From an optimization exercise on the open Yosys and OpenROAD flow, aimed at small area, a short achievable clock period and few clock cycles per item; shortcuts taken in it are not production practice.
Function was checked by simulation only, so behaviour that the tests miss may differ from the original.

==> flow/design.v <==
package alu_pkg;
    typedef enum logic [4:0] {
        ALU_ADD   = 5'd0,
        ALU_ADDU  = 5'd1,
        ALU_SUB   = 5'd2,
        ALU_SUBU  = 5'd3,
        ALU_AND   = 5'd4,
        ALU_OR    = 5'd5,
        ALU_XOR   = 5'd6,
        ALU_NOR   = 5'd7,
        ALU_SLT   = 5'd8,
        ALU_SLTU  = 5'd9,
        ALU_SLL   = 5'd10,
        ALU_SRL   = 5'd11,
        ALU_SRA   = 5'd12,
        ALU_SLLV  = 5'd13,
        ALU_SRLV  = 5'd14,
        ALU_SRAV  = 5'd15,
        ALU_LUI   = 5'd16,
        ALU_MFHI  = 5'd17,
        ALU_MFLO  = 5'd18,
        ALU_MTHI  = 5'd19,
        ALU_MTLO  = 5'd20,
        ALU_MULT  = 5'd21,
        ALU_MULTU = 5'd22,
        ALU_DIV   = 5'd23,
        ALU_DIVU  = 5'd24
    } alu_op_t;
    typedef enum logic [2:0] {
        MD_IDLE = 3'd0,
        MD_MUL  = 3'd1,
        MD_DSET = 3'd2,
        MD_DIV  = 3'd3,
        MD_FIX  = 3'd4
    } md_state_t;
    function automatic logic is_md_op(alu_op_t op);
        is_md_op = (op == alu_pkg::ALU_MULT) || (op == alu_pkg::ALU_MULTU) ||
                   (op == alu_pkg::ALU_DIV)  || (op == alu_pkg::ALU_DIVU);
    endfunction
endpackage
module muldiv_iter #(
    parameter int WIDTH = 32
) (
    input  logic             clk,
    input  logic             rst,
    input  logic             valid,
    input  alu_pkg::alu_op_t op,
    input  logic [WIDTH-1:0] arg1,
    input  logic [WIDTH-1:0] arg2,
    output logic             ready,
    output logic [WIDTH-1:0] hi,
    output logic [WIDTH-1:0] lo
);
    alu_pkg::md_state_t state_q, state_d;
    logic [4:0]  cnt_q, cnt_d;      
    logic [32:0] a_q, a_d;          
    logic [32:0] m_q, m_d;          
    logic        negq_q, negq_d;    
    logic        negr_q, negr_d;    
    logic [31:0] hi_q, hi_d;
    logic [31:0] lo_q, lo_d;
    logic op_mul, op_div, op_signed;
    assign op_mul    = (op == alu_pkg::ALU_MULT) || (op == alu_pkg::ALU_MULTU);
    assign op_div    = (op == alu_pkg::ALU_DIV)  || (op == alu_pkg::ALU_DIVU);
    assign op_signed = (op == alu_pkg::ALU_MULT) || (op == alu_pkg::ALU_DIV);
    logic sgn1, sgn2;
    assign sgn1 = op_signed & arg1[31];
    assign sgn2 = op_signed & arg2[31];
    logic [34:0] mx_in;
    assign mx_in = {sgn2, sgn2, arg2, 1'b0};
    logic [16:0] dnz;               
    always_comb
        for (int i = 0; i < 17; i++)
            dnz[i] = !((mx_in[2*i+2] == mx_in[2*i+1]) && (mx_in[2*i+1] == mx_in[2*i]));
    logic [4:0] top;                
    always_comb begin
        top = 5'd0;
        for (int i = 0; i < 17; i++)
            if (dnz[i]) top = 5'(i);
    end
    logic [31:0] mag1, mag2;
    assign mag1 = sgn1 ? 32'(-arg1) : arg1;
    assign mag2 = sgn2 ? 32'(-arg2) : arg2;
    logic [34:0] mx;
    logic [2:0]  dig;
    assign mx  = {m_q[32], m_q, 1'b0};
    assign dig = mx[2*cnt_q +: 3];
    logic d_neg, d_one, d_two;
    assign d_neg = dig[2] & ~(dig[1] & dig[0]);
    assign d_one = dig[1] ^ dig[0];
    assign d_two = (dig == 3'b011) || (dig == 3'b100);
    logic [33:0] pmag;
    assign pmag = d_two ? {a_q, 1'b0} : d_one ? {a_q[32], a_q} : 34'd0;
    logic [63:0] pp;
    assign pp = {{30{pmag[33] ^ d_neg}}, pmag ^ {34{d_neg}}};
    logic [63:0] acc_next;
    assign acc_next = {hi_q[29:0], lo_q, 2'b00} + pp + {63'd0, d_neg};
    logic [5:0] lz_r, lz_d;
    always_comb begin
        lz_r = 6'd32;
        for (int i = 0; i < 32; i++)
            if (hi_q[i]) lz_r = 6'(31 - i);
        lz_d = 6'd32;
        for (int i = 0; i < 32; i++)
            if (a_q[i]) lz_d = 6'(31 - i);
    end
    logic [5:0] shd;
    assign shd = lz_d - lz_r;
    logic [32:0] dsub;
    assign dsub = {1'b0, hi_q} - {1'b0, a_q[31:0]};
    logic q_bit;
    assign q_bit = !dsub[32];
    logic [31:0] hi_fix, lo_fix;
    assign hi_fix = negr_q ? 32'(-hi_q) : hi_q;
    assign lo_fix = negq_q ? 32'(-lo_q) : lo_q;
    always_comb begin
        state_d = state_q;
        cnt_d   = cnt_q;
        a_d     = a_q;
        m_d     = m_q;
        negq_d  = negq_q;
        negr_d  = negr_q;
        hi_d    = hi_q;
        lo_d    = lo_q;
        case (state_q)
            alu_pkg::MD_IDLE: begin
                if (valid && op_mul) begin
                    a_d   = {sgn1, arg1};
                    m_d   = {sgn2, arg2};
                    cnt_d = top;
                    hi_d  = '0;
                    lo_d  = '0;
                    if (dnz != '0) state_d = alu_pkg::MD_MUL;
                end else if (valid && op_div) begin
                    a_d    = {1'b0, mag2};
                    negq_d = sgn1 ^ sgn2;
                    negr_d = sgn1;
                    if (arg2 == '0) begin
                        hi_d = arg1;
                        lo_d = '1;
                    end else begin
                        hi_d    = mag1;
                        lo_d    = '0;
                        state_d = alu_pkg::MD_DSET;
                    end
                end else if (valid && op == alu_pkg::ALU_MTHI) begin
                    hi_d = arg1;
                end else if (valid && op == alu_pkg::ALU_MTLO) begin
                    lo_d = arg1;
                end
            end
            alu_pkg::MD_MUL: begin
                hi_d  = acc_next[63:32];
                lo_d  = acc_next[31:0];
                cnt_d = cnt_q - 5'd1;
                if (cnt_q == 5'd0) state_d = alu_pkg::MD_IDLE;
            end
            alu_pkg::MD_DSET: begin
                if (shd[5]) begin
                    state_d = (negr_q) ? alu_pkg::MD_FIX : alu_pkg::MD_IDLE;
                    negq_d  = 1'b0;
                end else begin
                    a_d     = {1'b0, a_q[31:0] << shd[4:0]};
                    cnt_d   = shd[4:0];
                    state_d = alu_pkg::MD_DIV;
                end
            end
            alu_pkg::MD_DIV: begin
                if (q_bit) hi_d = dsub[31:0];
                lo_d  = {lo_q[30:0], q_bit};
                a_d   = {1'b0, 1'b0, a_q[31:1]};
                cnt_d = cnt_q - 5'd1;
                if (cnt_q == 5'd0)
                    state_d = (negq_q || negr_q) ? alu_pkg::MD_FIX : alu_pkg::MD_IDLE;
            end
            alu_pkg::MD_FIX: begin
                hi_d    = hi_fix;
                lo_d    = lo_fix;
                state_d = alu_pkg::MD_IDLE;
            end
            default: state_d = alu_pkg::MD_IDLE;
        endcase
    end
    always_ff @(posedge clk or posedge rst) begin
        if (rst) begin
            state_q <= alu_pkg::MD_IDLE;
            hi_q    <= '0;
            lo_q    <= '0;
        end else begin
            state_q <= state_d;
            hi_q    <= hi_d;
            lo_q    <= lo_d;
        end
    end
    always_ff @(posedge clk) begin
        cnt_q  <= cnt_d;
        a_q    <= a_d;
        m_q    <= m_d;
        negq_q <= negq_d;
        negr_q <= negr_d;
    end
    assign ready = (state_q == alu_pkg::MD_IDLE);
    assign hi    = hi_q;
    assign lo    = lo_q;
endmodule
module alu_mdu #(
    parameter int WIDTH = 32,
    localparam int SHAMT_W = $clog2(WIDTH)
) (
    input  logic               clk,
    input  logic               rst,
    input  alu_pkg::alu_op_t   ctrl,
    input  logic [WIDTH-1:0]   arg1,
    input  logic [WIDTH-1:0]   arg2,
    input  logic [SHAMT_W-1:0] shamt,
    input  logic               valid,
    output logic               ready,
    output logic [WIDTH-1:0]   result,
    output logic               zero,
    output logic               overflow,
    output logic [WIDTH-1:0]   hi,
    output logic [WIDTH-1:0]   lo
);
    logic sub;
    assign sub = (ctrl == alu_pkg::ALU_SUB) || (ctrl == alu_pkg::ALU_SUBU) ||
                 (ctrl == alu_pkg::ALU_SLT) || (ctrl == alu_pkg::ALU_SLTU);
    logic [WIDTH-1:0] b_in;
    logic [WIDTH:0]   sum;
    assign b_in = arg2 ^ {WIDTH{sub}};
    assign sum  = {1'b0, arg1} + {1'b0, b_in} + {{WIDTH{1'b0}}, sub};
    logic ovf, lt, ltu;
    assign ovf = (arg1[WIDTH-1] == b_in[WIDTH-1]) && (sum[WIDTH-1] != arg1[WIDTH-1]);
    assign lt  = sum[WIDTH-1] ^ ovf;
    assign ltu = !sum[WIDTH];
    assign zero = (arg1 == arg2);
    logic sh_var, sh_left, sh_arith;
    assign sh_var   = (ctrl == alu_pkg::ALU_SLLV) || (ctrl == alu_pkg::ALU_SRLV) ||
                      (ctrl == alu_pkg::ALU_SRAV);
    assign sh_left  = (ctrl == alu_pkg::ALU_SLL) || (ctrl == alu_pkg::ALU_SLLV);
    assign sh_arith = (ctrl == alu_pkg::ALU_SRA) || (ctrl == alu_pkg::ALU_SRAV);
    logic [SHAMT_W-1:0] sh_amt;
    assign sh_amt = sh_var ? arg1[SHAMT_W-1:0] : shamt;
    logic [WIDTH-1:0] sh_in, sh_out, sh_rev;
    always_comb
        for (int i = 0; i < WIDTH; i++)
            sh_in[i] = sh_left ? arg2[WIDTH-1-i] : arg2[i];
    assign sh_out = WIDTH'($signed({sh_arith & arg2[WIDTH-1], sh_in}) >>> sh_amt);
    always_comb
        for (int i = 0; i < WIDTH; i++)
            sh_rev[i] = sh_out[WIDTH-1-i];
    always_comb begin
        result   = '0;
        overflow = 1'b0;
        case (ctrl)
            alu_pkg::ALU_ADD: begin
                result   = sum[WIDTH-1:0];
                overflow = ovf;
            end
            alu_pkg::ALU_ADDU: result = sum[WIDTH-1:0];
            alu_pkg::ALU_SUB: begin
                result   = sum[WIDTH-1:0];
                overflow = ovf;
            end
            alu_pkg::ALU_SUBU: result = sum[WIDTH-1:0];
            alu_pkg::ALU_AND:  result = arg1 & arg2;
            alu_pkg::ALU_OR:   result = arg1 | arg2;
            alu_pkg::ALU_XOR:  result = arg1 ^ arg2;
            alu_pkg::ALU_NOR:  result = ~(arg1 | arg2);
            alu_pkg::ALU_SLT:  result = {{(WIDTH-1){1'b0}}, lt};
            alu_pkg::ALU_SLTU: result = {{(WIDTH-1){1'b0}}, ltu};
            alu_pkg::ALU_SLL:  result = sh_rev;
            alu_pkg::ALU_SRL:  result = sh_out;
            alu_pkg::ALU_SRA:  result = sh_out;
            alu_pkg::ALU_SLLV: result = sh_rev;
            alu_pkg::ALU_SRLV: result = sh_out;
            alu_pkg::ALU_SRAV: result = sh_out;
            alu_pkg::ALU_LUI:  result = {arg2[WIDTH/2-1:0], {(WIDTH/2){1'b0}}};
            alu_pkg::ALU_MFHI: result = hi;
            alu_pkg::ALU_MFLO: result = lo;
            default:  result = '0;
        endcase
    end
    muldiv_iter #(
        .WIDTH(WIDTH)
    ) u_md (
        .clk  (clk),
        .rst  (rst),
        .valid(valid),
        .op   (ctrl),
        .arg1 (arg1),
        .arg2 (arg2),
        .ready(ready),
        .hi   (hi),
        .lo   (lo)
    );
endmodule
==> flow/run.sh <==
#!/bin/bash
# synth_recipe.tcl (not shown) runs the flow's synth.tcl, then flattens the netlist and writes it again
# the make line also repeats each setting of config.mk as NAME=value (left out here)
make -C /OpenROAD-flow-scripts/flow DESIGN_CONFIG=/design/flow/config.mk WORK_HOME=/design/flow/orfs CLKGATE_MAP_FILE= SYNTH_SCRIPT=/design/flow/synth_recipe.tcl finish
==> flow/config.mk <==
export PLATFORM = sky130hd
export DESIGN_NAME = alu_mdu
export DESIGN_NICKNAME = alu_mdu
export VERILOG_FILES = /design/flow/design.v
export SDC_FILE = /design/flow/constraint.sdc
export NUM_CORES = 4
export LEC_CHECK = 0
export CAP_MARGIN = 20
export CORE_MARGIN = 2
export CORE_UTILIZATION = 40
export SETUP_SLACK_MARGIN = 0.4
export SLEW_MARGIN = 20
==> flow/constraint.sdc <==
create_clock -name core_clock -period 7.0 [get_ports {clk}]
set_input_delay 1.4000 -clock core_clock [delete_from_list [all_inputs] [get_ports {clk}]]
set_output_delay 1.4000 -clock core_clock [all_outputs]
set_load 0.01 [all_outputs]
==> run_results.csv <==
group,metric,value,unit
run_status,outcome,"no timing/DRC/antenna violations",
hold_path,min_from,"u_md.negr_q$_DFFE_PP_",
synth,syn_area,0.0255,mm2
critical_path,path_max_fanout,10,
sta,setup_violations,0,
sta,hold_slack,593,ps
drt,drtPass1Iterations,9,
critical_path,arrival,5120,ps
synth,async_flop_share,0.479,
final_layout,fin_nets,4151,
placed_design,place_congestion,1.12,
critical_path,worstRegToRegCells,37,
critical_path,crit_chain,"dlygate4sd2_1, buf_4, inv_1, nor3b_4, nor2b_2, buf_4, mux2i_4, buf_12, buf_12, mux4_2, mux2i_4, mux2i_2, a21oi_2, a21oi_1, a221oi_2, buf_4, o21ai_0, dlygate4sd2_1",
sta,period_minus_slack,6520,ps
floorplan,fp.dieW,256,um
placed_design,place_hpwl,104,mm
critical_path,worstPathRequired,5600,ps
final_layout,drive_gt1_frac,0.187,
floorplan,design.die.area,0.0657,mm2
hold_path,min_to,"u_md.state_q[2]$_DFFE_PP0P_",
floorplan,die_y,256,um
sta,hold_viol,0,
critical_path,cpLargestDelayFamily,"buffers and inverters",
clock_tree,cts_max_level,4,
clock_tree,cts.path.max_buffers,2,
global_route,grt_pass1_vias,27900,
drt,wirelength,135,mm
synth,synth_cell_type_count,80,
synth,synth.yosys.seq_area_share,0.152,
clock_tree,path_clk_slew,70,ps
synth,ys_top_cells_by_area,"ha_1 12%, edfxtp_1 8.6%, xnor2_1 6.8%",
critical_path,cp-startpoint,"ctrl[2]",
clock_tree,clock_sinks,140,
critical_path,startpoint_type,"input port",
clock_tree,cts_tree,"done",
global_route,grt_util_all_layers,0.394,
sta,post-route-period-util,0.931,
drt,drcViolationCount,0,
critical_path,cpMostUsedCell,"buf_4",
synth,syn_avg_cell_area,7.35,um2
clock_tree,numCtsBuffers,17,
critical_path,reg2reg_from,"u_md.cnt_q[1]$_DFFE_PP_",
synth,synth_ff_type,"edfxtp_1",
drt,routed_via_density,6.55,
drt,drtAntennaViolNets,0,
synth,yosys.area.top_type,"ha_1",
drt,drt-initial-drc-count,4338,
hold_path,hold_class,"reg -> reg",
floorplan,rows,92,
sta,setup_ws,481,ps
placed_design,place_ws,-208,ps
job,maxCapViolCount,0,
critical_path,crit_slowest_cell,"mux4_2",
sta,fmax,0.153,GHz
floorplan,fp.coreArea,0.0630,mm2
synth,yosys_warnings,2,
global_route,grt_overflow,0,
final_layout,fill_cells,6130,
sta,drv_slew,0,
sta,finClkSkew,19.4,ps
critical_path,path_buf_inv,8,
clock_tree,root_buffer,"clkbuf_16",
critical_path,setup.worst_path.end_class,"primary output",
global_route,grt_pass1_wl,192,mm
critical_path,path_class,"in -> out",
sta,rsz0062_at_grt,"yes",
clock_tree,hold_buffers,0,
global_route,grt_max_degree,57,
floorplan,boundaryPins,176,
sta,max_slew_margin,0.316,
synth,yosysTopAreaCellShare,0.116,
placed_design,dp_cells,4628,
clock_tree,clock_latency,520,ps
placed_design,dpl_cell_area,0.0307,mm2
final_layout,fin_area,0.0325,mm2
hold_path,hold_path_depth,2,
final_layout,finalNonFillerCells,4700,
synth,synth_edf_count,73,
synth,synth-seq-cells,140,
drt,vias,30800,
placed_design,port_buffers,175,
sta,setup_tns,0,ps
global_route,antenna_found_initial,7,
final_layout,syn_to_final_growth,27.5,%
critical_path,r2r-end,"u_md.hi_q[30]$_DFFE_PP0P_",
sta,worst_slew_pin_slew,1020,ps
synth,synth.net_count,3782,
critical_path,regToRegSetupSlack,560,ps
final_layout,postLayoutCoreUtil,0.516,
floorplan,start_util,0.405,
synth,synthCells,3466,
critical_path,slowest_delay,570,ps
drt,wl_per_cell,28.7,um
-- registers in the layout, summed over array words and instances (netlist names) --
| signal | flops |
|---|---|
| u_md.hi_q | 32 |
| u_md.negr_q | 1 |
| u_md.a_q | 33 |
| u_md.state_q | 3 |
| u_md.negq_q | 1 |
| u_md.m_q | 33 |
| u_md.cnt_q | 5 |
| u_md.lo_q | 32 |
-- area by class of cell --
class                   count  area, um2  share of cell area
clock buffers              17        425              0.0131
repair buffers            612       5330               0.164
well taps                 846       1060              0.0326
flip-flops and latches    140       3870               0.119
clock inverters            15        171             0.00528
inverters                 159        601              0.0185
multi-input cells        2905      21000               0.647
diodes                      6       15.0            0.000462
-- per-layer routing --
metal / track usage / vias to the layer above / share of wire
met5: 0 / - / 0.00052
met4: 0.185 / 6 / 0.055
met3: 0.142 / 404 / 0.14
met2: 0.564 / 2081 / 0.41
met1: 0.525 / 14600 / 0.40
li1: - / 13700 / -
-- worst max-delay path by stage --
stage | endpoint | slack [ps] | cells after the start
global placement | result[30] | -180 | 21
floorplan | u_md.hi_q[28]$_DFFE_PP0P_ | 440 | 23
detailed placement | overflow | -210 | 20
finish | result[20] | 480 | 18
CTS | result[19] | 270 | 18
global route | u_md.hi_q[26]$_DFFE_PP0P_ | 270 | 33
-- worst min-delay path, stage by stage (launching register included) --
cell	delay (ps)
edfxtp_1	400
o21ai_0	100
a21oi_1	60
-- synthesized netlist by cell type, types with 80 or more instances --
cell	number
nor2_1	346
a21oi_1	337
nand2_1	281
o21ai_0	261
ha_1	236
clkbuf_1	235
xnor2_1	198
inv_1	158
a31oi_1	100
mux2i_1	88
nand3_1	85
a21o_1	80
-- layout by cell type, fill, tap and decap left out, types with 44 or more instances in the layout --
cell type	instances
dfrtp_1	67
xnor2_1	190
mux4_2	47
a21o_1	80
o211ai_1	44
a22oi_1	57
nand3_1	83
o21ai_0	233
a31oi_1	88
inv_1	156
buf_4	403
ha_1	232
edfxtp_1	73
clkdlybuf4s50_1	137
a221oi_1	50
xor2_1	69
mux2i_1	56
nand2_1	277
nor2_1	332
a21oi_1	310
nor3_1	63
-- cell families (layout without fill, tap and decap cells) --
family,Yosys count,after routing,synth area share
compound gates,1220,1220,0.306
xor+xnor,270,270,0.0928
fa+ha+maj,239,239,0.118
buf+inv,421,803,0.0625
flops,140,140,0.152
mux,153,153,0.0842
other cells,0,6,0
simple gates,1023,1023,0.185
-- repair_timing --
action / 4_1_cts / 5_1_grt
cloned: 3 / 2
buffers inserted: 12 / 17
gates resized for setup: 126 / 156
pin swaps: 40 / 81
setup endpoints to repair: 49 / 61
endpoints found under the hold margin: 0 / 0
Testbench counts, summed over its fixed seeds: cycles 26,256, ops 2,400.

## port drivers added, routing unchanged
The results above use ideal ports. As a check the final layout listed here was re-extracted and re-timed, cells and wires unchanged.
Step 1 assumes that a clkbuf_16 drives the clock port and a buf_2 every other input.
Step 2 times the ports against the registers' clock, not the clock port: input delays grow and output delays shrink by t, the midpoint of the rising clock arrivals with the driver on.
Slacks: ideal ports / drivers / drivers and shift; pairs: ideal ports / drivers.
shift t [ns]: 0.579
setup WS [ns]: 0.481 / 0.460 / 0.460
hold WS [ns]: 0.593 / 0.593 / 0.593
cell pins on the clock port's net: 1
After both steps this run still meets setup and hold. For this run, drivers alone change the setup slack by -0.021 ns; drivers and shift together by -0.021 ns.
